From an optimization exercise on the open Yosys and OpenROAD flow, aimed at small area and a short achievable clock period; shortcuts taken in it are not production practice. RTL that was checked went through simulation tests only; none was proved equivalent to the original. Function not checked in run 1: the RTL went through the layout flow alone. Power and IR drop assume default switching activity.

--- flow/run.sh ---
#!/bin/bash
# synth_recipe.tcl (not shown) runs the flow's synth.tcl, then flattens the netlist and writes it again
# the make line also repeats each setting of config.mk as NAME=value (left out here)
make -C /OpenROAD-flow-scripts/flow DESIGN_CONFIG=/design/flow/config.mk WORK_HOME=/design/flow/orfs CLKGATE_MAP_FILE= SYNTH_SCRIPT=/design/flow/synth_recipe.tcl finish
--- flow/config.mk ---
export PLATFORM = sky130hd
export DESIGN_NAME = branch_predictor_gshare
export DESIGN_NICKNAME = branch_predictor_gshare
export VERILOG_FILES = /design/flow/design.v
export SDC_FILE = /design/flow/constraint.sdc
export NUM_CORES = 4
export LEC_CHECK = 0
export CAP_MARGIN = 20
export CORE_MARGIN = 2
export CORE_UTILIZATION = 40
export SETUP_SLACK_MARGIN = 2.5
export SLEW_MARGIN = 20
--- flow/constraint.sdc ---
create_clock -name core_clock -period 7.0 [get_ports {clk}]
set_input_delay 1.4000 -clock core_clock [delete_from_list [all_inputs] [get_ports {clk}]]
set_output_delay 1.4000 -clock core_clock [all_outputs]
set_load 0.01 [all_outputs]
--- flow/design.v ---
module branch_predictor_gshare #(
  parameter int PC_WIDTH       = 32,
  parameter int INSTR_ALIGN    = 2,
  parameter int PHT_INDEX_BITS = 8,
  parameter int BHR_WIDTH      = 8,
  parameter int CTR_WIDTH      = 2,
  parameter int BTB_INDEX_BITS = 4,
  parameter int MODE           = 1,
  parameter int STAT_WIDTH     = 16
) (
  input  logic                  clk,
  input  logic                  reset_n,
  input  logic                  lookup_valid,
  input  logic [PC_WIDTH-1:0]   lookup_pc,
  output logic                  pred_taken,
  output logic [PC_WIDTH-1:0]   pred_target,
  output logic                  pred_btb_hit,
  output logic [BHR_WIDTH-1:0]  pred_bhr,
  input  logic                  upd_valid,
  input  logic [PC_WIDTH-1:0]   upd_pc,
  input  logic                  upd_taken,
  input  logic [PC_WIDTH-1:0]   upd_target,
  input  logic [BHR_WIDTH-1:0]  upd_bhr,
  input  logic                  upd_mispredict,
  output logic [STAT_WIDTH-1:0] stat_lookups,
  output logic [STAT_WIDTH-1:0] stat_mispredicts
);
  localparam int PHT_DEPTH = 1 << PHT_INDEX_BITS;
  localparam int BTB_DEPTH = 1 << BTB_INDEX_BITS;
  localparam int TAG_WIDTH = PC_WIDTH - INSTR_ALIGN - BTB_INDEX_BITS;
  localparam logic [CTR_WIDTH-1:0] CTR_INIT = CTR_WIDTH'((1 << (CTR_WIDTH - 1)) - 1);
  localparam logic [PC_WIDTH-1:0]  PC_STEP  = PC_WIDTH'(1) << INSTR_ALIGN;
  function automatic logic [PHT_INDEX_BITS-1:0] pht_index(
    input logic [PC_WIDTH-1:0]  pc,
    input logic [BHR_WIDTH-1:0] hist
  );
    logic [PHT_INDEX_BITS-1:0] hist_ext;
    hist_ext = '0;
    hist_ext[BHR_WIDTH-1:0] = hist;
    if (MODE == 0) pht_index = pc[INSTR_ALIGN +: PHT_INDEX_BITS];
    else           pht_index = pc[INSTR_ALIGN +: PHT_INDEX_BITS] ^ hist_ext;
  endfunction
  logic [PHT_DEPTH*CTR_WIDTH-1:0] pht_q;
  logic                           pht_clr_q;
  logic                           wb_v_q;
  logic [PHT_INDEX_BITS-1:0]      wb_idx_q;
  logic                           wb_t_q;
  logic [BTB_DEPTH-1:0]           btb_valid_q;
  logic [TAG_WIDTH-1:0]           btb_tag_q    [BTB_DEPTH];
  logic [PC_WIDTH-1:0]            btb_target_q [BTB_DEPTH];
  logic [BHR_WIDTH-1:0]           bhr_q;
  logic [CTR_WIDTH-1:0] wb_cur, wb_new;
  always_comb begin
    wb_cur = pht_q[wb_idx_q*CTR_WIDTH +: CTR_WIDTH];
    if (wb_t_q) wb_new = (wb_cur == '1) ? wb_cur : wb_cur + CTR_WIDTH'(1);
    else        wb_new = (wb_cur == '0) ? wb_cur : wb_cur - CTR_WIDTH'(1);
  end
  always_ff @(posedge clk or negedge reset_n) begin
    if (!reset_n) pht_clr_q <= 1'b1;
    else          pht_clr_q <= 1'b0;
  end
  always_ff @(posedge clk or negedge reset_n) begin
    if (!reset_n) wb_v_q <= 1'b0;
    else          wb_v_q <= upd_valid;
  end
  always_ff @(posedge clk) begin
    wb_idx_q <= pht_index(upd_pc, upd_bhr);
    wb_t_q   <= upd_taken;
  end
  localparam int PHT_LO_BITS = PHT_INDEX_BITS / 2;
  localparam int PHT_HI_BITS = PHT_INDEX_BITS - PHT_LO_BITS;
  logic [(1<<PHT_LO_BITS)-1:0] wr_col;
  logic [(1<<PHT_HI_BITS)-1:0] wr_row;
  logic [CTR_WIDTH-1:0]        wr_data;
  always_comb begin
    for (int c = 0; c < (1 << PHT_LO_BITS); c++)
      wr_col[c] = pht_clr_q || (wb_idx_q[PHT_LO_BITS-1:0] == PHT_LO_BITS'(c));
    for (int r = 0; r < (1 << PHT_HI_BITS); r++)
      wr_row[r] = pht_clr_q || (wb_v_q && wb_idx_q[PHT_INDEX_BITS-1:PHT_LO_BITS] == PHT_HI_BITS'(r));
    wr_data = pht_clr_q ? CTR_INIT : wb_new;
  end
  for (genvar k = 0; k < PHT_DEPTH; k++) begin : g_pht
    always_ff @(posedge clk) begin
      if (wr_row[k >> PHT_LO_BITS] && wr_col[k % (1 << PHT_LO_BITS)])
        pht_q[k*CTR_WIDTH +: CTR_WIDTH] <= wr_data;
    end
  end
  logic [PHT_INDEX_BITS-1:0] lk_pht_idx;
  logic [BTB_INDEX_BITS-1:0] lk_btb_idx;
  logic [TAG_WIDTH-1:0]      lk_tag;
  logic                      lk_byp;
  logic                      lk_dir;
  always_comb begin
    lk_pht_idx   = pht_index(lookup_pc, bhr_q);
    lk_btb_idx   = lookup_pc[INSTR_ALIGN +: BTB_INDEX_BITS];
    lk_tag       = lookup_pc[PC_WIDTH-1 -: TAG_WIDTH];
    lk_byp       = wb_v_q && (lookup_pc[INSTR_ALIGN +: PHT_INDEX_BITS] == pht_index(
                     {{(PC_WIDTH-INSTR_ALIGN-PHT_INDEX_BITS){1'b0}}, wb_idx_q, {INSTR_ALIGN{1'b0}}},
                     bhr_q));
    lk_dir       = lk_byp ? wb_new[CTR_WIDTH-1] : pht_q[lk_pht_idx*CTR_WIDTH + CTR_WIDTH-1];
    pred_btb_hit = btb_valid_q[lk_btb_idx] && (btb_tag_q[lk_btb_idx] == lk_tag);
    pred_taken   = pred_btb_hit && lk_dir;
    pred_target  = pred_taken ? btb_target_q[lk_btb_idx] : lookup_pc + PC_STEP;
    pred_bhr     = bhr_q;
  end
  logic [BTB_INDEX_BITS-1:0] up_btb_idx;
  logic [TAG_WIDTH-1:0]      up_tag;
  assign up_btb_idx = upd_pc[INSTR_ALIGN +: BTB_INDEX_BITS];
  assign up_tag     = upd_pc[PC_WIDTH-1 -: TAG_WIDTH];
  always_ff @(posedge clk or negedge reset_n) begin
    if (!reset_n) begin
      btb_valid_q <= '0;
      bhr_q       <= '0;
    end else if (upd_valid) begin
      if (upd_taken) btb_valid_q[up_btb_idx] <= 1'b1;
      bhr_q <= {bhr_q[BHR_WIDTH-2:0], upd_taken};
    end
  end
  always_ff @(posedge clk) begin
    if (upd_valid && upd_taken) begin
      btb_tag_q[up_btb_idx]    <= up_tag;
      btb_target_q[up_btb_idx] <= upd_target;
    end
  end
  always_ff @(posedge clk or negedge reset_n) begin
    if (!reset_n) begin
      stat_lookups     <= '0;
      stat_mispredicts <= '0;
    end else begin
      if (lookup_valid && (stat_lookups != '1))
        stat_lookups <= stat_lookups + STAT_WIDTH'(1);
      if (upd_valid && upd_mispredict && (stat_mispredicts != '1))
        stat_mispredicts <= stat_mispredicts + STAT_WIDTH'(1);
    end
  end
endmodule
==> metrics.md, run 1 <==
| Metric | Value |
|---|---|
| Crit start category | primary input |
| Clock Sinks | 1507 |
| Worst slew pin tran | ~1200 ps |
| Uppermost layer routed | met5 |
| Combinational share of power | 13.1% |
| Worst EP required | about 5600 ps |
| Layout cells sized above 1 | a little under a third |
| Critical Path End Type | primary output |
| Via count | 32910 |
| Final Power | 21.90 mW |
| Clock Skews | 61.91 ps |
| # IOs | approximately 180 |
| Final-report hold violation count | 0 |
| Vias in the first global route | between 30000 and 40000 |
| RSZ-0062 raised after global routing | true |
| Tmin final | around 6400 ps |
| Routability Congestion | 0.8511 |
| Initial core utilization | 40.34% |
| First-pass GRT wire length | 242.5 mm |
| GRT Residual Overflow | 0 |
| Setup TNS | 0 ps |
| Mux cell area share after synthesis | 18.24% |
| Max cap viols | 0 |
| Seq cells post-synth | approximately 1500 |
| WL per Instance | 29.66 µm |
| Main combinational cell family by area after synthesis | multiplexers |
| Post-DRT Antenna Nets | 0 |
| FF/Latch Area | 44880 µm² |
| # rows | 144 |
| Leakage power | 24.48 nW |
| Met2 WL post-DR | 83.57 mm |
| Seq/Total Area, Yosys | approximately 72% |
| Post-DP HPWL | between 90 and 100 mm |
| Antenna violations before repair | 17 |
| CP Class | in2out |
| Post-Synth Adder-Cell Area | less than 1% |
| Peak Freq | 0.1565 GHz |
| Area Growth Syn to Fin | 19.72% |
| Yosys cell types | 69 |
| Placed inst area | 67990 µm² |
| EDFF count, synth | 1440 |
| Vias per cell | 5.779 |
| Status | complete, no violations |
| Final nets | between 3000 and 4000 |
| M1 wire length | roughly 69 mm |
| Mapped Cells | 3132 |
| CORE AREA | 154400 µm² |
| Peak VDD IR | 232.0 µV |
| Detailed Routing Iterations Pass 1 | 5 |
| DRC Markers | 0 |
| Wire length on met3 | 12.95 mm |
| NetSw | 5.415 mW |
| Clock transition at path regs | 60 ps |
| Sw Ratio | between 20% and 30% |
| CTS root buffer | clkbuf_16 |
| Clock share of power | 37.8% |
| Slew Limit Fails | 0 |
| Setup Viol. Count Final | 0 |
| Port Buffer Count | ~180 |
| Hold_buf cts | 0 |
| Placed Cells | about 5300 |
| Compound-Gate Fraction of Synth Area | 2.957% |
| Largest net degree at the start of global routing | 145 |
| Filler cell count | 12630 |
| Post-Synth XOR/XNOR Area | 1.603% |
| Avg Inst Size Synth | 19.89 µm² |
| Slew headroom | 18.90% |
| Total GRT Usage | roughly a fifth |
| Design area | between 70000 and 80000 µm² |
| Multi-input gate area | 17030 µm² |
| Hold Crit Class | reg2reg |
| CTS buffer count | around 160 |
| Fin crit share | 91.27% |
| Final cell count without fillers | 5695 |
| Post-Syn Area | 62290 µm² |
| Asr flop ratio synth | 3.849% |
| CTS Buffer Depth | 3 |
| CP Max Fanout | 8 |
| PwrDens | approximately 290 nW/µm² |
| DRT iter0 DRCs | 3278 |
| TritonCTS clock tree | yes |
| DIE AREA | 158900 µm² |
| Die Wd | 398.6 µm |
| H-tree Lvls | 4 |
| Routed WL | around 170 mm |
| Internal power | ~16 mW |
| Critical path data arrival time | 4990 ps |
| Mapped Nets | 3250 |
| Ys Warns | 1 |
| Dominant synthesized flop cell | edfxtp_1 |
| Sequential share of power | 49.1% |
| Clock Latency Late Sink | 790 ps |
| Simple logic cell fraction of the synthesized area | 3.306% |
| Die height | 398.6 µm |
## cell usage in the layout, fill, tap and decap left out, types with 14 or more instances in the layout
cell,n
nand4_1,14
clkinv_1,29
clkdlybuf4s50_1,141
edfxtp_1,1440
nor2_4,14
xnor2_1,72
a22oi_1,79
a21oi_1,35
mux4_2,459
clkbuf_16,159
nand2_1,71
buf_6,52
a22o_1,30
buf_12,48
dfrtp_1,57
nand3_1,24
clkinv_2,35
inv_1,25
mux2_4,31
mux2i_1,31
nor2_1,291
buf_16,17
buf_4,150
clkbuf_1,26
xor2_1,32
## metal layers
metal / track usage [%] / up-vias
li1: - / 13720
met2: 34.85 / 1267
met1: 29.45 / 17640
met5: 0 / -
met4: 5.094 / 24
met3: 4.473 / 260
## logic make-up (layout without fill, tap and decap cells)
family	after synthesis	in the layout
DFF	1507	1507
muxes	541	541
and+or+nand+nor	481	482
AOI/OAI and AO/OA	257	257
buffers and inverters	221	738
xor gates and xnor gates	114	114
adders and majority gates	10	10
other	1	2
## state kept, by name, indices dropped and copies added (netlist names)
register,count
bhr_q,8
btb_tag_q,416
btb_target_q,512
btb_valid_q,16
pht_clr_q,1
pht_q,512
stat_lookups,16
stat_mispredicts,16
wb_idx_q,8
wb_t_q,1
wb_v_q,1
## synthesized netlist by cell type (all sizes together) (13+ instances only)
| cell type | count | area share [%] |
|---|---|---|
| a21oi | 48 | 0.39 |
| a22o | 30 | 0.42 |
| a22oi | 83 | 1.0 |
| and3 | 13 | 0.13 |
| buf | 81 | 0.81 |
| clkbuf | 113 | 0.68 |
| dfrtp | 57 | 2.3 |
| edfxtp | 1440 | 69 |
| inv | 26 | 0.16 |
| mux2 | 40 | 0.89 |
| mux2i | 40 | 0.64 |
| mux4 | 461 | 17 |
| nand2 | 71 | 0.43 |
| nand3 | 25 | 0.20 |
| nand4 | 14 | 0.14 |
| nor2 | 308 | 1.9 |
| o21ai | 17 | 0.14 |
| o22ai | 13 | 0.13 |
| xnor2 | 77 | 1.1 |
| xor2 | 37 | 0.52 |
## path summary, 6_finish.rpt
| kind | start | cells after the start | end | slack, ps |
|---|---|---|---|---|
| setup reg to reg | wb_idx_q[1] | 11 | pht_q[340] | 2740 |
| setup / recovery | lookup_pc[2] | 18 | pred_target[4] | 610 |
| hold / removal | btb_valid_q[10] | 1 | btb_valid_q[10] | 460 |
| min in group asynchronous | reset_n | 2 | stat_lookups[4] | 790 |
| hold reg to reg | btb_valid_q[10] | 1 | btb_valid_q[10] | 460 |
| max in group asynchronous | reset_n | 2 | stat_mispredicts[2] | 5670 |
## power by group through the flow
| stage | clock [mW] | sequential, mW | combinational, mW |
|---|---|---|---|
| after detailed placement | 0 | 10.9 | 2.72 |
| final | 8.28 | 10.7 | 2.87 |
| after global placement | 0 | 10.9 | 2.69 |
| after CTS | 8.43 | 10.7 | 2.85 |
| after global routing | 8.79 | 10.8 | 3.03 |
| after floorplan | 0 | 10.9 | 1.55 |
## through the flow
| step | worst slack [ps] | hold WS [ps] | utilization (%) |
|---|---|---|---|
| detailed placement | -23.50 | 440.4 | 44.03 |
| global placement | -39.24 | 431.9 | 44.03 |
| finish | 610.8 | 455.2 | 48.30 |
| CTS | 615.5 | 457.7 | 48.17 |
| floorplan | 1199 | 422.6 | - |
| global route | 478.0 | 478.7 | 48.30 |
## what timing repair did
item	CTS	global route
pin swaps	19	6
buffers inserted	40	11
gates cloned	12	2
gates resized for setup	268	25
setup endpoints to repair	186	174
## final cells by class
| type | instances | share of cell area, % |
|---|---|---|
| antenna | 1 | 0.003355 |
| clock buffer | 193 | 5.599 |
| clock inverter | 94 | 1.324 |
| inverter | 27 | 0.1594 |
| multi-input combinational | 1405 | 22.84 |
| sequential | 1507 | 60.18 |
| tap | 2044 | 3.429 |
| timing repair buffer | 423 | 6.452 |
| timing repair inverter | 1 | 0.01174 |
## worst max-delay path, stage by stage
cell      delay [ps]
buf_16           140
buf_12           150
buf_12           130
buf_12           100
mux4_2           490
mux4_2           540
xnor2_2          160
nand4_1          110
buf_4            170
nor4_4           260
buf_4            170
a21boi_4         190
buf_12           160
buf_12           130
buf_12           110
buf_16           120
mux2_4           300
buf_6            120
==> inputs of run 2 (changes only) <==
--- a/flow/design.v
+++ b/flow/design.v
@@ -49,9 +49,28 @@
   logic [TAG_WIDTH-1:0]           btb_tag_q    [BTB_DEPTH];
   logic [PC_WIDTH-1:0]            btb_target_q [BTB_DEPTH];
   logic [BHR_WIDTH-1:0]           bhr_q;
+  localparam int PHT_LO_BITS = PHT_INDEX_BITS / 2;
+  localparam int PHT_HI_BITS = PHT_INDEX_BITS - PHT_LO_BITS;
+  localparam int PHT_COLS    = 1 << PHT_LO_BITS;
+  localparam int PHT_ROWS    = 1 << PHT_HI_BITS;
+  logic [PHT_COLS-1:0] wr_col;
+  logic [PHT_ROWS-1:0] wr_row;
+  always_comb begin
+    for (int c = 0; c < PHT_COLS; c++)
+      wr_col[c] = pht_clr_q || (wb_idx_q[PHT_LO_BITS-1:0] == PHT_LO_BITS'(c));
+    for (int r = 0; r < PHT_ROWS; r++)
+      wr_row[r] = pht_clr_q || (wb_v_q && wb_idx_q[PHT_INDEX_BITS-1:PHT_LO_BITS] == PHT_HI_BITS'(r));
+  end
   logic [CTR_WIDTH-1:0] wb_cur, wb_new;
   always_comb begin
-    wb_cur = pht_q[wb_idx_q*CTR_WIDTH +: CTR_WIDTH];
+    wb_cur = '0;
+    for (int r = 0; r < PHT_ROWS; r++) begin
+      logic [CTR_WIDTH-1:0] row_rd;
+      row_rd = '0;
+      for (int c = 0; c < PHT_COLS; c++)
+        row_rd |= {CTR_WIDTH{wr_col[c]}} & pht_q[(r*PHT_COLS+c)*CTR_WIDTH +: CTR_WIDTH];
+      wb_cur |= {CTR_WIDTH{wr_row[r]}} & row_rd;
+    end
     if (wb_t_q) wb_new = (wb_cur == '1) ? wb_cur : wb_cur + CTR_WIDTH'(1);
     else        wb_new = (wb_cur == '0) ? wb_cur : wb_cur - CTR_WIDTH'(1);
   end
@@ -67,40 +86,54 @@
     wb_idx_q <= pht_index(upd_pc, upd_bhr);
     wb_t_q   <= upd_taken;
   end
-  localparam int PHT_LO_BITS = PHT_INDEX_BITS / 2;
-  localparam int PHT_HI_BITS = PHT_INDEX_BITS - PHT_LO_BITS;
-  logic [(1<<PHT_LO_BITS)-1:0] wr_col;
-  logic [(1<<PHT_HI_BITS)-1:0] wr_row;
-  logic [CTR_WIDTH-1:0]        wr_data;
-  always_comb begin
-    for (int c = 0; c < (1 << PHT_LO_BITS); c++)
-      wr_col[c] = pht_clr_q || (wb_idx_q[PHT_LO_BITS-1:0] == PHT_LO_BITS'(c));
-    for (int r = 0; r < (1 << PHT_HI_BITS); r++)
-      wr_row[r] = pht_clr_q || (wb_v_q && wb_idx_q[PHT_INDEX_BITS-1:PHT_LO_BITS] == PHT_HI_BITS'(r));
-    wr_data = pht_clr_q ? CTR_INIT : wb_new;
-  end
+  logic [CTR_WIDTH-1:0] wr_data;
+  assign wr_data = pht_clr_q ? CTR_INIT : wb_new;
   for (genvar k = 0; k < PHT_DEPTH; k++) begin : g_pht
     always_ff @(posedge clk) begin
-      if (wr_row[k >> PHT_LO_BITS] && wr_col[k % (1 << PHT_LO_BITS)])
+      if (wr_row[k / PHT_COLS] && wr_col[k % PHT_COLS])
         pht_q[k*CTR_WIDTH +: CTR_WIDTH] <= wr_data;
     end
   end
   logic [PHT_INDEX_BITS-1:0] lk_pht_idx;
-  logic [BTB_INDEX_BITS-1:0] lk_btb_idx;
+  logic [PHT_COLS-1:0]       lk_col;
+  logic [PHT_ROWS-1:0]       lk_row;
+  logic [BTB_DEPTH-1:0]      lk_sel;
   logic [TAG_WIDTH-1:0]      lk_tag;
+  logic [TAG_WIDTH-1:0]      lk_tag_rd;
+  logic [PC_WIDTH-1:0]       lk_tgt_rd;
+  logic                      lk_vld_rd;
+  logic                      lk_dir_rd;
   logic                      lk_byp;
   logic                      lk_dir;
   always_comb begin
-    lk_pht_idx   = pht_index(lookup_pc, bhr_q);
-    lk_btb_idx   = lookup_pc[INSTR_ALIGN +: BTB_INDEX_BITS];
-    lk_tag       = lookup_pc[PC_WIDTH-1 -: TAG_WIDTH];
+    lk_pht_idx = pht_index(lookup_pc, bhr_q);
+    lk_tag     = lookup_pc[PC_WIDTH-1 -: TAG_WIDTH];
+    for (int c = 0; c < PHT_COLS; c++) lk_col[c] = lk_pht_idx[PHT_LO_BITS-1:0] == PHT_LO_BITS'(c);
+    for (int r = 0; r < PHT_ROWS; r++) lk_row[r] = lk_pht_idx[PHT_INDEX_BITS-1:PHT_LO_BITS] == PHT_HI_BITS'(r);
+    for (int i = 0; i < BTB_DEPTH; i++) lk_sel[i] = lookup_pc[INSTR_ALIGN +: BTB_INDEX_BITS] == BTB_INDEX_BITS'(i);
+    lk_dir_rd = 1'b0;
+    for (int r = 0; r < PHT_ROWS; r++) begin
+      logic row_rd;
+      row_rd = 1'b0;
+      for (int c = 0; c < PHT_COLS; c++)
+        row_rd |= lk_col[c] & pht_q[(r*PHT_COLS+c)*CTR_WIDTH + CTR_WIDTH-1];
+      lk_dir_rd |= lk_row[r] & row_rd;
+    end
+    lk_tag_rd = '0;
+    lk_tgt_rd = '0;
+    lk_vld_rd = 1'b0;
+    for (int i = 0; i < BTB_DEPTH; i++) begin
+      lk_tag_rd |= {TAG_WIDTH{lk_sel[i]}} & btb_tag_q[i];
+      lk_tgt_rd |= {PC_WIDTH{lk_sel[i]}} & btb_target_q[i];
+      lk_vld_rd |= lk_sel[i] & btb_valid_q[i];
+    end
     lk_byp       = wb_v_q && (lookup_pc[INSTR_ALIGN +: PHT_INDEX_BITS] == pht_index(
                      {{(PC_WIDTH-INSTR_ALIGN-PHT_INDEX_BITS){1'b0}}, wb_idx_q, {INSTR_ALIGN{1'b0}}},
                      bhr_q));
-    lk_dir       = lk_byp ? wb_new[CTR_WIDTH-1] : pht_q[lk_pht_idx*CTR_WIDTH + CTR_WIDTH-1];
-    pred_btb_hit = btb_valid_q[lk_btb_idx] && (btb_tag_q[lk_btb_idx] == lk_tag);
+    lk_dir       = lk_byp ? wb_new[CTR_WIDTH-1] : lk_dir_rd;
+    pred_btb_hit = lk_vld_rd && (lk_tag_rd == lk_tag);
     pred_taken   = pred_btb_hit && lk_dir;
-    pred_target  = pred_taken ? btb_target_q[lk_btb_idx] : lookup_pc + PC_STEP;
+    pred_target  = pred_taken ? lk_tgt_rd : lookup_pc + PC_STEP;
     pred_bhr     = bhr_q;
   end
   logic [BTB_INDEX_BITS-1:0] up_btb_idx;
--- a/flow/config.mk
+++ b/flow/config.mk
@@ -8,5 +8,7 @@
 export CAP_MARGIN = 20
 export CORE_MARGIN = 2
 export CORE_UTILIZATION = 40
+export CTS_BUF_LIST = sky130_fd_sc_hd__clkbuf_8
+export CTS_CLUSTER_SIZE = 20
 export SETUP_SLACK_MARGIN = 2.5
 export SLEW_MARGIN = 20
==> run 2 against run 1 <==
Global-route usage grew 5.4 points. Power shrank 6.9%. Die area shrank 2.6%. Combinational power is essentially flat. Clock skew grew 21 ps. Critical path depth shrank 2.
==> metrics.md, run 2 <==
| Metric | Value |
|---|---|
| Die Wd | 393.5 µm |
| Setup Viol. Count Final | 0 |
| Slowest stage cell, crit path | mux2i_1 |
| Peak Freq | 0.1510 GHz |
| Mapped Cells | 3909 |
| Final-report hold violation count | 0 |
| Fin crit share | 94.63% |
| Yosys top cell area share | 71.27% |
| Vias per cell | around 6 |
| Combinational share of power | 14.2% |
| Total GRT Usage | 26.76% |
| Max cap viols | 0 |
| Worst setup margin | roughly 380 ps |
| Critical Path End Type | primary output |
| EDFF count, synth | 1440 |
| Asr flop ratio synth | under 10% |
| Ys Warns | 1 |
| Fin Hold WS | 459.9 ps |
| Internal power | 14.76 mW |
| Initial core utilization | 40.36% |
| Post-DRT Antenna Nets | 0 |
| Seq cells post-synth | about 1500 |
| Clock Sinks | 1507 |
| Detailed Routing Iterations Pass 1 | 9 |
| Hold Crit Class | reg2reg |
| TritonCTS clock tree | yes |
| PwrDens | ~270 nW/µm² |
| Most frequent CP cell | buf_6 |
| Status | complete, no violations |
| CTS buffer count | 235 |
| Clock transition at path regs | around 50 ps |
| Most common cell after layout, fill and taps aside | edfxtp_1 |
| Largest net degree at the start of global routing | 209 |
| Routability Congestion | 0.9637 |
| Sequential share of power | approximately half |
| Clock share of power | 34.5% |
| Area Growth Syn to Fin | 22.53% |
| # IOs | 184 |
| Peak VDD IR | between 150 and 200 µV |
| Setup TNS | 0 ps |
| Top post-synthesis cells by area | edfxtp_1, a22oi_1, dfrtp_1 |
| Commonest cells after routing, fill and taps aside | edfxtp_1, buf_4, a22oi_1, nor2_1, clkbuf_8 |
| H-tree Lvls | 4 |
| CP peak stage delay | 450 ps |
| Clock Latency Late Sink | 1020 ps |
| Leakage power | 25.31 nW |
| Post-layout util | between 40% and 50% |
| Mapped Nets | between 4000 and 5000 |
| Avg Inst Size Synth | between 15 and 20 µm² |
| Clock Skews | 82.75 ps |
| First-pass GRT wire length | 299.0 mm |
| DRC Markers | 0 |
| GRT Residual Overflow | 0 |
| Largest regs | btb_target_q (512), pht_q (512), btb_tag_q (416) |
| Post-Syn Area | 60670 µm² |
| CTS Buffer Depth | 3 |
| Crit start category | primary input |
| Antenna violations before repair | 13 |
| Worst EP required | between 5000 and 6000 ps |
| WL per Instance | 31.61 µm |
| CP Max Fanout | 13 |
| Tmin final | between 6000 and 7000 ps |
| DIE AREA | 154800 µm² |
| CP Class | in2out |
| RSZ-0062 raised after global routing | true |
| Top cells by count, synth | edfxtp_1, nor2_1, a22oi_1, clkbuf_1, nand2_1 |
| Dominant synthesized flop cell | edfxtp_1 |
| Most frequent cell after synthesis | edfxtp_1 |
| Vias in the first global route | between 40000 and 50000 |
| Pre-CTS WS | -512.7 ps |
| Routed WL | around 210 mm |
| Seq/Total Area, Yosys | roughly three quarters |
| Cell taking the most area after synthesis | edfxtp_1 |
| Layout cells sized above 1 | 22.82% |
| Port Buffer Count | 181 |
| DRT iter0 DRCs | 6054 |
| Post-DP HPWL | 128.9 mm |
| Final nets | 4646 |
| Critical path data arrival time | between 5000 and 6000 ps |
| # rows | 142 |
| Sw Ratio | 27.56% |
| Worst slew pin tran | around 1200 ps |
| Slew Limit Fails | 0 |
| Via count | ~42000 |
| CTS root buffer | clkbuf_8 |
| NetSw | 5.616 mW |
| Worst path cell trace | buf_6 > xor2_4 > buf_4 > mux2i_1 > o22ai_1 > a221oi_1 > a31oi_1 > a211oi_1 > nand4_1 > or3b_4 > o211a_4 > buf_12 > buf_12 > buf_6 > mux2_4 > buf_6 |
| CORE AREA | 150300 µm² |
| Die height | 393.5 µm |
| Yosys cell types | 87 |
| Slew headroom | 22.78% |
==> run 2: cell count changes after synthesis, sizes merged, moves of 65 or more <==
cell,previous run,this run
mux4,461,19
a22o,30,134
nand3,25,90
o21ai,17,117
nand2,71,162
a22oi,83,330
a221oi,6,128
==> run 2: power by group through the flow <==
stage / registers [mW] / clock network (mW) / logic [mW]
3_3_place_gp: 10.6 / 0 / 2.61
4_1_cts: 10.4 / 7.11 / 2.76
3_5_place_dp: 10.6 / 0 / 2.63
2_1_floorplan: 10.6 / 0 / 1.26
6_report: 10.4 / 7.03 / 2.90
5_1_grt: 10.5 / 7.50 / 2.99
==> run 2: worst paths after layout <==
| path | startpoint | to | slack (ps) | depth (start not counted) |
|---|---|---|---|---|
| worst max-delay path | lookup_pc[4] | pred_target[1] | 380 | 16 |
| worst min-delay path | btb_valid_q[4] | btb_valid_q[4] | 460 | 1 |
| worst max register to register | wb_idx_q[3] | pht_q[60] | 2520 | 12 |
| worst min register to register | btb_valid_q[4] | btb_valid_q[4] | 460 | 1 |
| max in group asynchronous | reset_n | bhr_q[2] | 5710 | 2 |
| min in group asynchronous | reset_n | wb_v_q | 620 | 2 |
==> run 2: cell families (layout without fill, tap and decap cells) <==
family | after synthesis | after routing | share of synthesized area (%)
simple gates | 834 | 836 | 6.527
flops | 1507 | 1507 | 73.96
buf+inv | 300 | 1106 | 2.122
mux | 141 | 141 | 2.891
other cells | 1 | 7 | 0.006181
compound gates | 999 | 1001 | 12.57
fa+ha+maj | 12 | 12 | 0.2454
xor+xnor | 115 | 115 | 1.672
==> run 2: critical path, delay by kind of cell <==
kind                      cells  cell delay (ps)
muxes                         2              740
AOI/OAI and AO/OA             5             1090
xor gates and xnor gates      1              280
and+or+nand+nor               2              560
buffers and inverters         6             1100
==> run 2: repair_timing <==
action	CTS	global route
hold buffers	0	0
setup endpoints to repair	546	158
resized for setup	271	77
cloned	6	3
pin swaps	54	41
setup buffers	60	30
==> run 2: cell type report <==
| class | instances | area [µm²] |
|---|---|---|
| diodes | 6 | 15.01 |
| well taps | 2016 | 2522 |
| clock buffers | 237 | 3262 |
| inverters | 24 | 98.84 |
| fillers | 12900 | 75970 |
| clock inverters | 194 | 1177 |
| repair buffers | 651 | 6430 |
| flip-flops and latches | 1507 | 44900 |
| multi-input cells | 2106 | 15940 |
==> run 2: routing by layer <==
layer / up-vias / wire length [µm] / track usage, %
met2: 2864 / 96760 / 41.32
met3: 527 / 23810 / 5.872
met5: - / 94 / 0
met1: 21070 / 82560 / 36.18
met4: 14 / 9887 / 12.34
li1: 17150 / - / -
==> run 2: per-stage QoR <==
stage          area, µm²  power (mW)  cells
2_1_floorplan      61310       11.82   3909
3_3_place_gp       67930       13.23   6203
3_5_place_dp       67970       13.25   6205
4_1_cts            73590       20.31   6702
5_1_grt            74330       20.96   6737
6_report           74340       20.38   6741
==> inputs of run 3 (changes only) <==
--- a/flow/config.mk
+++ b/flow/config.mk
@@ -7,8 +7,10 @@
 export LEC_CHECK = 0
 export CAP_MARGIN = 20
 export CORE_MARGIN = 2
-export CORE_UTILIZATION = 40
-export CTS_BUF_LIST = sky130_fd_sc_hd__clkbuf_8
-export CTS_CLUSTER_SIZE = 20
-export SETUP_SLACK_MARGIN = 2.5
+export CORE_UTILIZATION = 65
+export CTS_BUF_LIST = sky130_fd_sc_hd__clkbuf_16
+export CTS_CLUSTER_DIAMETER = 60
+export CTS_CLUSTER_SIZE = 25
+export PLACE_DENSITY = 0.75
+export SETUP_SLACK_MARGIN = 1.5
 export SLEW_MARGIN = 20
==> run 3 against run 2 <==
Critical path type unchanged. Sequential share of layout area up 2.7 points. Critical path depth up 3. Flip-flop and latch count unchanged. Largest power group unchanged. First-iteration DRC count grew 19%. Die area shrank 38%. Final cell count is 16% lower. Power is 4.5% lower. Count of clock-buffer cells in the layout fell by 135. Setup slack worse by 170 ps.
==> metrics.md, run 3 <==
| Metric | Value |
|---|---|
| Top post-synthesis cells by area | edfxtp_1, a22oi_1, dfrtp_1 |
| Slew Limit Fails | 0 |
| Post-DP HPWL | 119.2 mm |
| Leakage power | 23.92 nW |
| Worst slew pin tran | 1202 ps |
| Peak Freq | roughly 0.15 GHz |
| Die height | 309.5 µm |
| DIE AREA | 95800 µm² |
| Die Wd | 309.5 µm |
| Seq cells post-synth | roughly 1500 |
| Fin crit share | about 97% |
| Top cells by count, synth | edfxtp_1, nor2_1, a22oi_1, clkbuf_1, nand2_1 |
| Asr flop ratio synth | just under 4% |
| Slew headroom | between 10% and 20% |
| Cell taking the most area after synthesis | edfxtp_1 |
| Vias per cell | between 7 and 8 |
| Clock Latency Late Sink | 710 ps |
| Met1 Usage GRT | a little over half |
| Routability Congestion | 1.068 |
| Yosys top cell area share | 71.27% |
| Final cell count without fillers | 5662 |
| Status | complete, no violations |
| DRC Markers | 0 |
| CORE AREA | around 93000 µm² |
| Seq/Total Area, Yosys | 73.96% |
| Combinational share of power | 13.8% |
| Layout cells sized above 1 | 18.43% |
| Critical Path End Type | primary output |
| Antenna violations before repair | 10 |
| Mapped Cells | 3909 |
| GR Layer Usage met2 | 64.07% |
| Largest net degree at the start of global routing | 257 |
| Initial core utilization | roughly 65% |
| CP Class | in2out |
| Port Buffer Count | 181 |
| H-tree Lvls | 3 |
| RSZ-0062 raised after global routing | true |
| Avg Inst Size Synth | 15.52 µm² |
| Clock Skews | approximately 31 ps |
| Total GRT Usage | about two fifths |
| Peak VDD IR | 218.1 µV |
| Clock transition at path regs | roughly 70 ps |
| Tmin final | roughly 6800 ps |
| Internal power | 14.17 mW |
| Crit start category | primary input |
| Dominant synthesized flop cell | edfxtp_1 |
| Worst EP required | 5600 ps |
| Via count | 41450 |
| Most frequent cell after synthesis | edfxtp_1 |
| Mapped Nets | 4030 |
| CTS buffer count | ~100 |
| Final nets | approximately 4400 |
| EDFF count, synth | 1440 |
| Critical path data arrival time | 5390 ps |
| Gr busiest metal | met2 |
| Sequential share of power | 53.6% |
| Fin Hold WS | 463.3 ps |
| Yosys cell types | 87 |
| # IOs | 184 |
| CTS root buffer | clkbuf_16 |
| Detailed Routing Iterations Pass 1 | 7 |
| Met3 usage | 9.898% |
| CP Max Fanout | 7 |
| Placed Cells | 5428 |
| First-pass GRT wire length | between 200 and 300 mm |
| Hold Crit Class | reg2reg |
| Clock share of power | 32.6% |
| PwrDens | between 200 and 300 nW/µm² |
| DRT iter0 DRCs | 7177 |
| NetSw | 5.286 mW |
| Post-Syn Area | 60670 µm² |
| CTS Buffer Depth | 3 |
| Commonest cells after routing, fill and taps aside | edfxtp_1, a22oi_1, nor2_1, buf_4, nand2_1 |
| TritonCTS clock tree | yes |
| Most common cell after layout, fill and taps aside | edfxtp_1 |
| Final-report hold violation count | 0 |
| Area Growth Syn to Fin | 17.30% |
| Largest regs | btb_target_q (512), pht_q (512), btb_tag_q (416) |
| Ys Warns | 1 |
| WL per Instance | 34.75 µm |
| GRT Residual Overflow | 0 |
| Max cap viols | 0 |
| Routed WL | 196.8 mm |
| # rows | around 110 |
| Clock Sinks | 1507 |
| Post-DRT Antenna Nets | 0 |
| Vias in the first global route | 40020 |
| Sw Ratio | 27.16% |
| Setup Viol. Count Final | 0 |
## run 3: critical path, cell delays in order
cell and delay, ps:
buf_8 100, buf_12 130, buf_12 140, buf_4 140, ha_4 210, bufbuf_16 290, a22o_1 220, a22oi_1 190
o21ai_1 130, a221o_1 360, xnor2_1 190, o2111a_1 220, and4_4 260, and4_4 290, o211a_4 250, buf_6 130
buf_12 120, mux2i_4 380, buf_2 200
## run 3: cell type report
cell class	instances	area [µm²]
Sequential cell	1507	44890
Fill cell	5400	21740
Multi-Input combinational cell	2102	15330
Timing Repair Buffer	581	5739
Clock buffer	102	2552
Tap cell	1254	1569
Clock inverter	85	975.9
Inverter	24	101.3
Antenna cell	7	17.52
## run 3: power by group through the flow
stage	combinational, mW	clock (mW)	sequential, mW
4_1_cts	2.57	6.33	10.4
3_5_place_dp	2.52	0	10.6
5_1_grt	2.78	6.62	10.5
6_report	2.69	6.34	10.4
3_3_place_gp	2.48	0	10.6
2_1_floorplan	1.23	0	10.6
## run 3: per-layer routing
layer	vias to the layer above	routed length (µm)
met1	20430	66080
met5	-	47
met3	781	25730
li1	16660	-
met4	8	13920
met2	3578	91000
## run 3: cell families after synthesis
group           share of synthesized area [%]
compound gates                          12.57
simple gates                            6.527
mux                                     2.891
buf+inv                                 2.122
xor+xnor                                1.672
flops                                   73.96
other cells                          0.006181
fa+ha+maj                              0.2454
## run 3: metrics by stage
stage,worst slack (ps),utilization [%],area (µm²),TNS [ps],power [mW]
2_1_floorplan,1343,-,61040,0,11.79
3_3_place_gp,-390.5,71.86,66770,-10370,13.09
3_5_place_dp,-417.0,71.87,66770,-11190,13.14
4_1_cts,385.5,76.29,70880,0,19.32
5_1_grt,166.1,76.59,71160,0,19.85
6_report,209.5,76.60,71170,0,19.46
## run 3: repair_timing
action,in CTS,in global routing
endpoints found under the setup margin,34,34
hold buffers,0,0
gates cloned,7,1
pin swaps,11,20
setup buffers,23,9
gates resized for setup,194,50
## run 3: final timing paths
| kind | startpoint | end | slack, ps | depth (start not counted) |
|---|---|---|---|---|
| worst max-delay path | lookup_pc[3] | pred_target[7] | 210 | 19 |
| worst min-delay path | btb_valid_q[12] | btb_valid_q[12] | 460 | 1 |
| worst max register to register | wb_idx_q[2] | pht_q[7] | 1970 | 13 |
| worst min register to register | btb_valid_q[12] | btb_valid_q[12] | 460 | 1 |
| max in group asynchronous | reset_n | btb_valid_q[11] | 5550 | 2 |
| min in group asynchronous | reset_n | stat_mispredicts[10] | 870 | 2 |
==> inputs of run 4 (changes only) <==
--- a/flow/config.mk
+++ b/flow/config.mk
@@ -12,5 +12,6 @@
 export CTS_CLUSTER_DIAMETER = 60
 export CTS_CLUSTER_SIZE = 25
 export PLACE_DENSITY = 0.75
-export SETUP_SLACK_MARGIN = 1.5
+export SETUP_SLACK_MARGIN = 2.5
 export SLEW_MARGIN = 20
+export TNS_END_PERCENT = 5
==> run 4 against run 3 <==
Power grew 1.3%. Register-to-register slack improved by 480 ps. Clock skew is 6.4 ps higher. Routed wire length up 0.32%. Largest cell class unchanged. Synthesized cell count stayed put. Sequential power is essentially flat. Final cell count about the same. Area after synthesis is the same. Largest power group unchanged. Critical endpoint is now pred_target[2].
==> metrics.md, run 4 <==
| Metric | Value |
|---|---|
| Largest net degree at the start of global routing | 113 |
| Final Power | roughly 20 mW |
| Post-DRT Antenna Nets | 0 |
| Die height | between 300 and 400 µm |
| Final-report hold violation count | 0 |
| Hold Path Origin | btb_valid_q[10] |
| Critical Path End Type | primary output |
| Seq cells post-synth | 1507 |
| DIE AREA | between 90000 and 100000 µm² |
| EDFF count, synth | 1440 |
| Crit start category | primary input |
| Clock Sinks | 1507 |
| Total GRT Usage | 41.15% |
| Filler cell count | 5361 |
| Mapped Cells | 3909 |
| DRT iter0 DRCs | 7017 |
| Initial core utilization | between 60% and 70% |
| Fin crit share | 93.35% |
| # IOs | 184 |
| R2R Path Start | wb_idx_q[1] |
| Hold Crit Class | reg2reg |
| TritonCTS clock tree | yes |
| Hold_buf cts | 0 |
| CTS Buffer Depth | 3 |
| CTS root buffer | clkbuf_16 |
| Post-DP HPWL | 119.0 mm |
| Layout cells sized above 1 | 18.69% |
| Routed WL | 197.4 mm |
| Vias in the first global route | approximately 40000 |
| Setup TNS | 0 ps |
| Clock Latency Late Sink | 740 ps |
| Setup Viol. Count Final | 0 |
| Sequential share of power | 52.9% |
| Post-Syn Area | 60670 µm² |
| CORE AREA | 92910 µm² |
| Via count | 41650 |
| PwrDens | 275.8 nW/µm² |
| Tmin final | 6534 ps |
| Antenna violations before repair | 13 |
| Slew Limit Fails | 0 |
| Top cells by count, synth | edfxtp_1, nor2_1, a22oi_1, clkbuf_1, nand2_1 |
| CP Class | in2out |
| Slew headroom | 25.80% |
| RSZ-0062 raised after global routing | true |
| Largest regs | btb_target_q (512), pht_q (512), btb_tag_q (416) |
| Peak Freq | 0.1530 GHz |
| Sw Ratio | 26.98% |
| Clock share of power | about a third |
| CP startpoint | lookup_pc[2] |
| Seq/Total Area, Yosys | 73.96% |
| Internal power | roughly 14 mW |
| Die Wd | 309.5 µm |
| Yosys top cell area share | 71.27% |
| Clock transition at path regs | 90 ps |
| Worst EP required | 5600 ps |
| Max cap viols | 0 |
| WL per Instance | 34.89 µm |
| H-tree Lvls | 3 |
| Clock Skews | 36.93 ps |
| Status | complete, no violations |
| Final nets | 4429 |
| Leakage power | 24.00 nW |
| Dominant synthesized flop cell | edfxtp_1 |
| Area Growth Syn to Fin | 17.79% |
| Routability Congestion | about 1.0 |
| First-pass GRT wire length | 278.3 mm |
| NetSw | 5.317 mW |
| Combinational share of power | 14.0% |
| Yosys cell types | 87 |
| GRT Residual Overflow | 0 |
| Fin Hold WS | approximately 470 ps |
| CP Max Fanout | 12 |
| Worst slew pin tran | 1110 ps |
| Commonest cells after routing, fill and taps aside | edfxtp_1, a22oi_1, nor2_1, buf_4, nand2_1 |
| Detailed Routing Iterations Pass 1 | 9 |
| DRC Markers | 0 |
| Port Buffer Count | 181 |
| Most frequent cell after synthesis | edfxtp_1 |
| Asr flop ratio synth | 3.849% |
| Placed inst area | 66480 µm² |
| CTS buffer count | 100 |
| Mapped Nets | ~4000 |
| Cell taking the most area after synthesis | edfxtp_1 |
| Avg Inst Size Synth | about 16 µm² |
| Top post-synthesis cells by area | edfxtp_1, a22oi_1, dfrtp_1 |
| Vias per cell | 7.362 |
| # rows | 112 |
| Critical path data arrival time | between 5000 and 6000 ps |
| Post-layout util | 76.92% |
| Peak VDD IR | 235.3 µV |
| Design area | 71460 µm² |
| Most common cell after layout, fill and taps aside | edfxtp_1 |
| Ys Warns | 1 |
==> run 4: final cells by class <==
class	instances	area, µm²	share of cell area [%]
Timing Repair Buffer	572	5682	7.950
Sequential cell	1507	44890	62.82
Clock inverter	86	1155	1.616
Inverter	24	97.59	0.1366
Multi-Input combinational cell	2103	15540	21.74
Clock buffer	100	2502	3.502
Antenna cell	12	30.03	0.04202
Tap cell	1254	1569	2.195
==> run 4: what timing repair did <==
item / in CTS / in global routing
pin swaps: 29 / 11
setup buffers: 50 / 5
cloned: 9 / 1
resized for setup: 248 / 13
endpoints found under the setup margin: 546 / 242
==> run 4: critical path: stages <==
cell      delay, ps
buf_6           100
buf_12          150
ha_4            230
buf_4           160
buf_6           150
a222oi_1        330
a311oi_1        160
a211oi_2        310
xnor2_1         100
a211o_1         320
nor4_2          290
and4_4          330
o211a_4         180
buf_12          160
buf_8           130
buf_6           100
mux2i_2         210
buf_4           190
buf_6           110
==> run 4: through the flow <==
| stage | worst slack [ps] | cells |
|---|---|---|
| final | 465.6 | 5658 |
| after global routing | 381.3 | 5653 |
| after CTS | 599.9 | 5639 |
| after detailed placement | -354.7 | 5394 |
| after global placement | -350.4 | 5394 |
| after floorplan | 1349 | 3909 |
==> run 4: kinds of logic after synthesis <==
| family | share of synthesized area, % |
|---|---|
| simple gates | 6.527 |
| xor+xnor | 1.672 |
| buf+inv | 2.122 |
| mux | 2.891 |
| flops | 73.96 |
| other cells | 0.006181 |
| fa+ha+maj | 0.2454 |
| compound gates | 12.57 |
==> run 4: path summary, 6_finish.rpt <==
check | cells after the start | end | slack (ps)
worst min-delay path | 1 | btb_valid_q[10] | 470
min in group asynchronous | 2 | bhr_q[4] | 830
worst max-delay path | 19 | pred_target[2] | 470
max in group asynchronous | 2 | btb_valid_q[12] | 5580
worst max register to register | 12 | pht_q[310] | 2450
worst min register to register | 1 | btb_valid_q[10] | 470
==> run 4: metal layers <==
layer	GRT usage (%)	part of all wire (%)	up-vias
met5	0	0.035	-
li1	-	-	16640
met3	10.56	14	811
met2	63.12	46	3694
met1	52.97	33	20500
met4	26.08	7.2	10
==> run 4: power by group through the flow <==
stage / clock, mW / combinational, mW / sequential [mW]
4_1_cts: 6.50 / 2.65 / 10.4
2_1_floorplan: 0 / 1.26 / 10.6
5_1_grt: 6.80 / 2.83 / 10.5
3_5_place_dp: 0 / 2.51 / 10.6
3_3_place_gp: 0 / 2.48 / 10.6
6_report: 6.51 / 2.76 / 10.4
==> inputs of run 5 (changes only) <==
==> flow/flow/run.sh (new file) <==
#!/bin/bash
set -euo pipefail
export CTS_ARGS="-sink_clustering_enable -repair_clock_nets -dont_use_dummy_load -sink_clustering_size 25 -sink_clustering_max_diameter 60 -buf_list sky130_fd_sc_hd__clkbuf_16"
export BUFFER_PORTS_ARGS="-buffer_cell sky130_fd_sc_hd__buf_2"
bash standard.sh finish > flow_make.log 2>&1
==> flow/standard.sh (new file) <==
#!/bin/bash
# synth_recipe.tcl (not shown) runs the flow's synth.tcl, then flattens the netlist and writes it again
# the make line also repeats each setting of config.mk as NAME=value (left out here)
make -C /OpenROAD-flow-scripts/flow DESIGN_CONFIG=/design/flow/config.mk WORK_HOME=/design/flow/orfs CLKGATE_MAP_FILE= SYNTH_SCRIPT=/design/flow/synth_recipe.tcl "${@:-finish}"
removed: flow/run.sh
==> run 5 against run 4 <==
Combinational power decreased by 6%. Global-route usage decreased by 0.15 points. Clock power decreased by about 20%. Setup slack got worse by 32 ps. Critical path depth decreased by 1. Final area decreased by 3.6%. Non-clock buffer count decreased by 83. Power decreased by 7.4%. Synthesized cell count unchanged. Final cell count decreased by 3.0%.
==> metrics.md, run 5 <==
| Metric | Value |
|---|---|
| Status | complete, no violations |
| Routed WL | 198.3 mm |
| CP Max Fanout | 14 |
| Initial core utilization | 65.30% |
| Final cell count without fillers | 5488 |
| Max cap viols | 0 |
| CP peak stage delay | 360 ps |
| DRC Markers | 0 |
| Die height | 309.5 µm |
| Delay-heaviest family, CP | buffers and inverters |
| Peak VDD IR | approximately 250 µV |
| Post-Syn Area | 60670 µm² |
| Vias per cell | approximately 7.5 |
| Setup Viol. Count Final | 0 |
| Avg Inst Size Synth | 15.52 µm² |
| Met2 WL post-DR | 89.93 mm |
| Hold_buf cts | 0 |
| Final nets | 4344 |
| Port Buffer Count | 181 |
| EDFF count, synth | approximately 1400 |
| DIE AREA | 95800 µm² |
| Top post-synthesis cells by area | edfxtp_1, a22oi_1, dfrtp_1 |
| Layout cells sized above 1 | 19.31% |
| Leakage power | 23.13 nW |
| Crit start category | primary input |
| Worst path cell trace | buf_12 > buf_12 > ha_4 > buf_6 > buf_12 > buf_12 > and3b_2 > a22o_1 > a221oi_2 > nand4_1 > xor2_1 > nor4_2 > and4_4 > o211a_4 > buf_12 > buf_4 > mux2i_4 > buf_2 |
| CTS buffer count | 98 |
| # rows | 112 |
| # IOs | roughly 180 |
| Fin crit share | 93.80% |
| Routability Congestion | 1.072 |
| Seq/Total Area, Yosys | 73.96% |
| WL per Instance | between 30 and 40 µm |
| Clock Skews | 107.1 ps |
| H-tree Lvls | 3 |
| Top cells by count, synth | edfxtp_1, nor2_1, a22oi_1, clkbuf_1, nand2_1 |
| Slew headroom | between 20% and 30% |
| Asr flop ratio synth | 3.849% |
| Worst EP required | ~5600 ps |
| Mapped Cells | 3909 |
| PwrDens | 265.0 nW/µm² |
| RSZ-0062 raised after global routing | true |
| Critical path data arrival time | 5170 ps |
| Total GRT Usage | 41.00% |
| Commonest cells after routing, fill and taps aside | edfxtp_1, a22oi_1, nor2_1, buf_4, buf_2 |
| DRT iter0 DRCs | slightly below 8000 |
| CP Class | in2out |
| Hold Crit Class | reg2reg |
| Mapped Nets | 4030 |
| Wire length on met3 | around 29 mm |
| GRT Residual Overflow | 0 |
| Dominant synthesized flop cell | edfxtp_1 |
| Most frequent cell after synthesis | edfxtp_1 |
| Seq cells post-synth | 1507 |
| Clock Latency Late Sink | about 750 ps |
| Yosys cell types | 87 |
| Detailed Routing Iterations Pass 1 | 8 |
| CTS Buffer Depth | 3 |
| Largest net degree at the start of global routing | between 150 and 200 |
| Cell taking the most area after synthesis | edfxtp_1 |
| Largest regs | btb_target_q (512), pht_q (512), btb_tag_q (416) |
| CTS root buffer | clkbuf_16 |
| Antenna violations before repair | 18 |
| CORE AREA | 92910 µm² |
| Via count | 41290 |
| Placed Cells | 5289 |
| M1 wire length | 64.62 mm |
| Tmin final | 6566 ps |
| Post-DP HPWL | ~120 mm |
| Yosys top cell area share | 71.27% |
| Peak Freq | between 0.15 and 0.2 GHz |
| Setup TNS | 0 ps |
| First-pass GRT wire length | 275.1 mm |
| Most common cell after layout, fill and taps aside | edfxtp_1 |
| Uppermost layer routed | met5 |
| Die Wd | 309.5 µm |
| Slew Limit Fails | 0 |
| Vias in the first global route | 38850 |
| Most frequent CP cell | buf_12 |
| Final-report hold violation count | 0 |
| Slowest stage cell, crit path | and4_4 |
| Critical Path End Type | primary output |
| WP buf/inv | 8 |
| TritonCTS clock tree | yes |
| Clock transition at path regs | 50 ps |
| Worst slew pin tran | between 1000 and 1500 ps |
| Area Growth Syn to Fin | 13.58% |
| Ys Warns | 1 |
| Post-DRT Antenna Nets | 0 |
| Clock Sinks | 1507 |
run 5: layout make-up:
cell class | instances | area [µm²]
sequential | 1507 | 44890
fill | 5564 | 24000
multi-input combinational | 2103 | 15580
timing repair buffer | 489 | 4273
clock buffer | 98 | 2452
tap | 1254 | 1569
inverter | 24 | 106.4
antenna | 13 | 32.53
run 5: worst paths after layout:
kind	start	to	slack [ps]	cells past startpoint
worst max-delay path	lookup_pc[3]	pred_target[7]	430	18
worst min-delay path	btb_valid_q[9]	btb_valid_q[9]	460	1
worst max register to register	wb_idx_q[1]	pht_q[330]	2230	12
worst min register to register	btb_valid_q[9]	btb_valid_q[9]	460	1
max in group asynchronous	reset_n	bhr_q[0]	5500	2
min in group asynchronous	reset_n	stat_mispredicts[11]	890	2
run 5: logic make-up (layout without fill, tap and decap cells):
logic type,after synthesis,after routing,share of synthesized area (%)
buffers and inverters,300,611,2.122
and+or+nand+nor,834,835,6.527
AOI/OAI and AO/OA,999,999,12.57
muxes,141,141,2.891
adders and majority gates,12,12,0.2454
DFF,1507,1507,73.96
other,1,14,0.006181
xor gates and xnor gates,115,115,1.672
run 5: per-stage QoR:
step | worst slack [ps] | util (%) | hold slack [ps] | power, mW | area [µm²]
2_1_floorplan | 1349 | - | 426.7 | 11.82 | 61250
3_3_place_gp | 249.7 | 69.49 | 437.9 | 12.86 | 64560
3_5_place_dp | 159.4 | 69.49 | 445.1 | 12.91 | 64560
4_1_cts | 609.6 | 73.55 | 457.0 | 18.04 | 68330
5_1_grt | 465.5 | 74.14 | 468.5 | 18.61 | 68890
6_report | 433.8 | 74.17 | 457.7 | 18.26 | 68910
run 5: routing by layer:
metal	vias up	track usage [%]
met3	897	10.21
li1	16380	-
met5	-	0
met1	20140	52.98
met2	3854	62.71
met4	12	26.43
run 5: what timing repair did:
| item | 4_1_cts | 5_1_grt |
|---|---|---|
| pin swaps | 29 | 34 |
| resized for setup | 111 | 50 |
| cloned | 12 | 5 |
| setup endpoints to repair | 546 | 245 |
| buffers inserted | 50 | 21 |
run 5: worst register-to-register path, cell delays in order, from the launching register on:
cell and delay (ps):
dfxtp_4 430, buf_4 190, nor4b_4 660, or2_4 420, buf_4 330, a22o_1 190
a221oi_2 40, a41oi_1 610, nor4_4 110, and4_1 200, o21ai_0 190, a21o_4 570
buf_4 540
run 5: power by group:
part	switching (mW)	total, mW	leakage (nW)	internal (mW)
Sequential	0.220	10.4	14.0	10.2
Clock	2.76	5.23	1.21	2.47
Combinational	1.69	2.59	7.93	0.902
Total	4.67	18.3	23.1	13.6
==> inputs of run 6 (changes only) <==
--- a/flow/design.v
+++ b/flow/design.v
@@ -99,10 +99,13 @@
   logic [PHT_ROWS-1:0]       lk_row;
   logic [BTB_DEPTH-1:0]      lk_sel;
   logic [TAG_WIDTH-1:0]      lk_tag;
-  logic [TAG_WIDTH-1:0]      lk_tag_rd;
+  localparam int BTB_LO_BITS = BTB_INDEX_BITS / 2;
+  localparam int BTB_GSIZE   = 1 << BTB_LO_BITS;
+  localparam int BTB_GROUPS  = BTB_DEPTH / BTB_GSIZE;
+  logic [BTB_GSIZE-1:0]      lk_lo;
+  logic [BTB_GROUPS-1:0]     lk_hi;
   logic [PC_WIDTH-1:0]       lk_tgt_rd;
-  logic                      lk_vld_rd;
-  logic                      lk_dir_rd;
+  logic                      lk_hit;
   logic                      lk_byp;
   logic                      lk_dir;
   always_comb begin
@@ -111,27 +114,35 @@
     for (int c = 0; c < PHT_COLS; c++) lk_col[c] = lk_pht_idx[PHT_LO_BITS-1:0] == PHT_LO_BITS'(c);
     for (int r = 0; r < PHT_ROWS; r++) lk_row[r] = lk_pht_idx[PHT_INDEX_BITS-1:PHT_LO_BITS] == PHT_HI_BITS'(r);
     for (int i = 0; i < BTB_DEPTH; i++) lk_sel[i] = lookup_pc[INSTR_ALIGN +: BTB_INDEX_BITS] == BTB_INDEX_BITS'(i);
-    lk_dir_rd = 1'b0;
+    for (int j = 0; j < BTB_GSIZE; j++) lk_lo[j] = lookup_pc[INSTR_ALIGN +: BTB_LO_BITS] == BTB_LO_BITS'(j);
+    for (int g = 0; g < BTB_GROUPS; g++) lk_hi[g] = lookup_pc[INSTR_ALIGN+BTB_LO_BITS +: BTB_INDEX_BITS-BTB_LO_BITS] == (BTB_INDEX_BITS-BTB_LO_BITS)'(g);
+    lk_byp = wb_v_q && (lookup_pc[INSTR_ALIGN +: PHT_INDEX_BITS] == pht_index(
+               {{(PC_WIDTH-INSTR_ALIGN-PHT_INDEX_BITS){1'b0}}, wb_idx_q, {INSTR_ALIGN{1'b0}}},
+               bhr_q));
+    lk_dir = lk_byp & wb_new[CTR_WIDTH-1];
     for (int r = 0; r < PHT_ROWS; r++) begin
       logic row_rd;
       row_rd = 1'b0;
       for (int c = 0; c < PHT_COLS; c++)
         row_rd |= lk_col[c] & pht_q[(r*PHT_COLS+c)*CTR_WIDTH + CTR_WIDTH-1];
-      lk_dir_rd |= lk_row[r] & row_rd;
+      lk_dir |= lk_row[r] & !lk_byp & row_rd;
     end
-    lk_tag_rd = '0;
     lk_tgt_rd = '0;
-    lk_vld_rd = 1'b0;
-    for (int i = 0; i < BTB_DEPTH; i++) begin
-      lk_tag_rd |= {TAG_WIDTH{lk_sel[i]}} & btb_tag_q[i];
+    for (int i = 0; i < BTB_DEPTH; i++)
       lk_tgt_rd |= {PC_WIDTH{lk_sel[i]}} & btb_target_q[i];
-      lk_vld_rd |= lk_sel[i] & btb_valid_q[i];
+    lk_hit = 1'b0;
+    for (int g = 0; g < BTB_GROUPS; g++) begin
+      logic [TAG_WIDTH-1:0] grp_tag;
+      logic                 grp_vld;
+      grp_tag = '0;
+      grp_vld = 1'b0;
+      for (int j = 0; j < BTB_GSIZE; j++) begin
+        grp_tag |= {TAG_WIDTH{lk_lo[j]}} & btb_tag_q[g*BTB_GSIZE+j];
+        grp_vld |= lk_lo[j] & btb_valid_q[g*BTB_GSIZE+j];
+      end
+      lk_hit |= lk_hi[g] & grp_vld & (grp_tag == lk_tag);
     end
-    lk_byp       = wb_v_q && (lookup_pc[INSTR_ALIGN +: PHT_INDEX_BITS] == pht_index(
-                     {{(PC_WIDTH-INSTR_ALIGN-PHT_INDEX_BITS){1'b0}}, wb_idx_q, {INSTR_ALIGN{1'b0}}},
-                     bhr_q));
-    lk_dir       = lk_byp ? wb_new[CTR_WIDTH-1] : lk_dir_rd;
-    pred_btb_hit = lk_vld_rd && (lk_tag_rd == lk_tag);
+    pred_btb_hit = lk_hit;
     pred_taken   = pred_btb_hit && lk_dir;
     pred_target  = pred_taken ? lk_tgt_rd : lookup_pc + PC_STEP;
     pred_bhr     = bhr_q;
==> flow/flow/run.sh (replaced) <==
#!/bin/bash
set -euo pipefail
export IO_CONSTRAINTS="$(pwd)/flow/io.tcl"
export CTS_ARGS="-sink_clustering_enable -repair_clock_nets -dont_use_dummy_load -sink_clustering_size 25 -sink_clustering_max_diameter 60 -buf_list sky130_fd_sc_hd__clkbuf_16"
export BUFFER_PORTS_ARGS="-buffer_cell sky130_fd_sc_hd__buf_2"
bash standard.sh finish > flow_make.log 2>&1
==> flow/flow/io.tcl (new file) <==
# Keep the combinational lookup path's ports together on one edge.
set lookup_pins {}
foreach p [get_ports {lookup_pc[*] pred_*}] {
  lappend lookup_pins [get_name $p]
}
set_io_pin_constraint -pin_names $lookup_pins -region left:*
--- a/flow/config.mk
+++ b/flow/config.mk
@@ -12,6 +12,6 @@
 export CTS_CLUSTER_DIAMETER = 60
 export CTS_CLUSTER_SIZE = 25
 export PLACE_DENSITY = 0.75
-export SETUP_SLACK_MARGIN = 2.5
+export SETUP_SLACK_MARGIN = 4.0
 export SLEW_MARGIN = 20
 export TNS_END_PERCENT = 5
==> run 6 against run 5 <==
Still clean on timing, DRC and antenna. Clock power is essentially flat. Synthesized cell count shrank 1.5%. Flip-flop and latch count is the same. Clock skew shrank 28 ps. Via count shrank 0.88%. First-iteration DRC count shrank 2.0%. Largest cell class unchanged. Highest routed layer unchanged.
==> metrics.md, run 6 <==
| Metric | Value |
|---|---|
| Final-report hold violation count | 0 |
| Yosys top cell area share | between 70% and 80% |
| Tmin final | between 6000 and 7000 ps |
| Max cap viols | 0 |
| Top post-synthesis cells by area | edfxtp_1, a22o_1, a221oi_1 |
| Worst r2r path cells | 13 |
| PwrDens | 266.5 nW/µm² |
| Worst slew pin tran | 1209 ps |
| Setup Viol. Count Final | 0 |
| CORE AREA | 91940 µm² |
| Leakage power | 23.71 nW |
| Slew Limit Fails | 0 |
| Top cells by count, synth | edfxtp_1, nor2_1, a22o_1, a22oi_1, a221oi_1 |
| Mapped Nets | 3973 |
| Critical path data arrival time | 4980 ps |
| CTS Buffer Depth | 3 |
| Main combinational cell family by area after synthesis | compound AO/OA/AOI/OAI gates |
| Worst setup margin | 616.6 ps |
| Slew headroom | a little under 20% |
| Die height | approximately 310 µm |
| Seq cells post-synth | about 1500 |
| Final nets | 4342 |
| Setup TNS | 0 ps |
| CTS buffer count | between 90 and 100 |
| Peak VDD IR | 250.9 µV |
| Fin crit share | 91.19% |
| CP Max Fanout | 10 |
| Dominant synthesized flop cell | edfxtp_1 |
| DIE AREA | around 96000 µm² |
| Cell taking the most area after synthesis | edfxtp_1 |
| # rows | 111 |
| Simple logic cell fraction of the synthesized area | approximately 6% |
| Hold Path Stages | 1 |
| Layout cells sized above 1 | between 20 and 25% |
| Reg2Reg Setup Slack | 2460 ps |
| Antenna violations before repair | 13 |
| DRT iter0 DRCs | roughly 7600 |
| R2R Path Start | pht_clr_q |
| Critical Path End Type | primary output |
| Post-layout util | 75.88% |
| Routed WL | about 200 mm |
| Commonest cells after routing, fill and taps aside | edfxtp_1, nor2_1, buf_4, a22o_1, a22oi_1 |
| Clock transition at path regs | ~90 ps |
| Ys Warns | 1 |
| Vias per cell | 7.478 |
| DRC Markers | 0 |
| Clock Sinks | between 1500 and 2000 |
| Mapped Cells | around 3900 |
| CP Class | reg2out |
| Compound-Gate Fraction of Synth Area | 12.95% |
| Filler cell count | 5424 |
| WL per Instance | about 36 µm |
| Pre-CTS WS | around 150 ps |
| Post-Syn Area | 60520 µm² |
| Post-Synth XOR/XNOR Area | under 10% |
| Most frequent cell after synthesis | edfxtp_1 |
| Hold Path Origin | btb_valid_q[14] |
| Hold Crit Class | reg2reg |
| CTS root buffer | clkbuf_16 |
| # IOs | 184 |
| H-tree Lvls | 3 |
| Crit start category | register |
| Seq/Total Area, Yosys | 74.14% |
| Initial core utilization | about two thirds |
| Peak Freq | 0.1567 GHz |
| Largest regs | btb_target_q (512), pht_q (512), btb_tag_q (416) |
| Die Wd | about 310 µm |
| Yosys cell types | 82 |
| Clock Latency Late Sink | about 700 ps |
| Status | complete, no violations |
| GRT Residual Overflow | 0 |
| Hold Path End | btb_valid_q[14] |
| Clock Skews | 79.23 ps |
| Detailed Routing Iterations Pass 1 | 10 |
| Post-DP HPWL | 115.8 mm |
| Post-DRT Antenna Nets | 0 |
| RSZ-0062 raised after global routing | true |
| Worst EP required | 5600 ps |
| Port Buffer Count | roughly 180 |
| Via count | a little over 40000 |
| TritonCTS clock tree | yes |
| EDFF count, synth | 1440 |
| Worst reg2reg endpoint | pht_q[446] |
| First-pass GRT wire length | 277.3 mm |
| Total GRT Usage | between 40% and 50% |
| Largest net degree at the start of global routing | 181 |
| Avg Inst Size Synth | 15.71 µm² |
| Area Growth Syn to Fin | 15.26% |
| Asr flop ratio synth | 3.849% |
| Post-Synth Adder-Cell Area | less than 1% |
| Vias in the first global route | 39300 |
| Most common cell after layout, fill and taps aside | edfxtp_1 |
| Mux cell area share after synthesis | 1.805% |
| Routability Congestion | between 1 and 1.5 |
[run 6: changes by cell type after synthesis, moves of 34 or more]
cell / change
clkbuf_1: +34
mux2i_1: -44
o21ai_0: -41
a221oi_1: +110
xor2_1: +51
a222oi_1: -56
nand2_1: -42
a22oi_1: -84
a22o_1: +123
buf_2: -36
nand3_1: -37
[run 6: final cells by class]
cell class / count / area (µm²) / area share (%)
Multi-Input combinational cell: 2042 / 15830 / 22.69
Sequential cell: 1507 / 44890 / 64.35
Timing Repair Buffer: 553 / 4927 / 7.063
Tap cell: 1243 / 1555 / 2.229
Inverter: 19 / 78.83 / 0.1130
Antenna cell: 11 / 27.53 / 0.03946
Clock buffer: 98 / 2452 / 3.515
[run 6: cell families (layout without fill, tap and decap cells)]
| family | count (synthesis) | in the layout |
|---|---|---|
| flops | 1507 | 1507 |
| compound gates | 986 | 986 |
| simple gates | 763 | 764 |
| buf+inv | 305 | 670 |
| xor+xnor | 191 | 192 |
| mux | 87 | 87 |
| fa+ha+maj | 12 | 12 |
| other cells | 1 | 12 |
[run 6: timing repair]
| action | in CTS | in global routing |
|---|---|---|
| pin swaps | 62 | 49 |
| setup endpoints to repair | 772 | 829 |
| resized for setup | 195 | 79 |
| cloned | 12 | 6 |
| hold buffers | 0 | 0 |
| setup buffers | 104 | 25 |
[run 6: per-layer routing]
metal	part of all wire [%]	track usage, %
met1	33	53.61
met2	45	62.65
met3	14	12.41
met4	6.9	23.81
met5	0.042	0
[run 6: worst max path at each step]
| stage | from | end | slack, ps | cells after the start |
|---|---|---|---|---|
| floorplan | lookup_pc[4] | pred_target[0] | 1600 | 13 |
| global placement | lookup_pc[3] | pred_target[10] | 230 | 14 |
| detailed placement | lookup_pc[3] | pred_target[10] | 150 | 15 |
| CTS | lookup_pc[3] | pred_target[3] | 780 | 15 |
| global route | lookup_pc[2] | pred_target[28] | 580 | 19 |
| finish | pht_clr_q | pred_target[10] | 620 | 16 |
[run 6: stage by stage]
step                      cell area (µm²)  cells  power, mW  hold slack [ps]
after floorplan                     60870   3852      11.85            428.1
after global placement              64310   5216      12.97            437.6
after detailed placement            64340   5217      13.02            445.0
after CTS                           68990   5431      18.33            464.9
after global routing                69750   5467      18.92            479.1
final                               69760   5473      18.59            463.9
[run 6: critical path, stage by stage (launching register included)]
cell       delay (ps)
dfstp_4           530
buf_12            170
or2_4             330
buf_12            160
buf_6             150
a22oi_2           190
nand3_1            90
o31a_1            430
a2111oi_2         320
buf_4             190
nand4_1           210
maj3_2            410
o211a_4           320
buf_6             130
buf_12            150
mux2_4            320
buf_2             150
[run 6: report_power, final]
group	internal, mW	switching (mW)	leakage [nW]
sequential	10.2	0.209	14.2
combinational	1.06	1.85	8.33
clock	2.47	2.76	1.21
total	13.8	4.82	23.7

afterwards: timing with drivers on the ports:
How much do the figures lean on ideal ports? The routed layouts below were timed once more, with nothing changed but the port constraints. Step 1: set_driving_cell puts a clkbuf_16 on clk and a buf_2 on each other input, an assumption about the parent block. Step 2 adds t to the input delays and takes it off the output delays; t is the mean of the earliest and latest rising clock arrival at the registers after step 1. Input paths then give back, and output paths get back, about the clock's delay inside the block. Three values: ideal ports, drivers, drivers and shift; two values: the first two.
run	t (ns)	slack for setup (ns)	worst hold slack (ns)	clock arrival spread, ns	worst register clock-pin slew, ns
run 1	0.847	0.611 / 0.346 / 0.346	0.455 / 0.455 / 0.455	0.069 / 0.069	0.07 / 0.07
run 2	1.057	0.376 / 0.306 / 0.339	0.460 / 0.460 / 0.460	0.094 / 0.094	0.07 / 0.07
run 3	0.784	0.210 / 0.144 / 0.144	0.463 / 0.463 / 0.463	0.046 / 0.047	0.10 / 0.10
run 4	0.805	0.466 / 0.418 / 0.424	0.467 / 0.467 / 0.467	0.037 / 0.037	0.10 / 0.10
run 5	0.773	0.434 / 0.384 / 0.384	0.458 / 0.458 / 0.458	0.118 / 0.118	0.10 / 0.10
run 6	0.750	0.617 / 0.537 / 0.564	0.464 / 0.464 / 0.464	0.098 / 0.099	0.10 / 0.10
After both steps setup and hold are still met in every run listed. For run 1, which loses most, drivers alone change the setup slack by -0.265 ns; drivers and shift together by -0.265 ns.
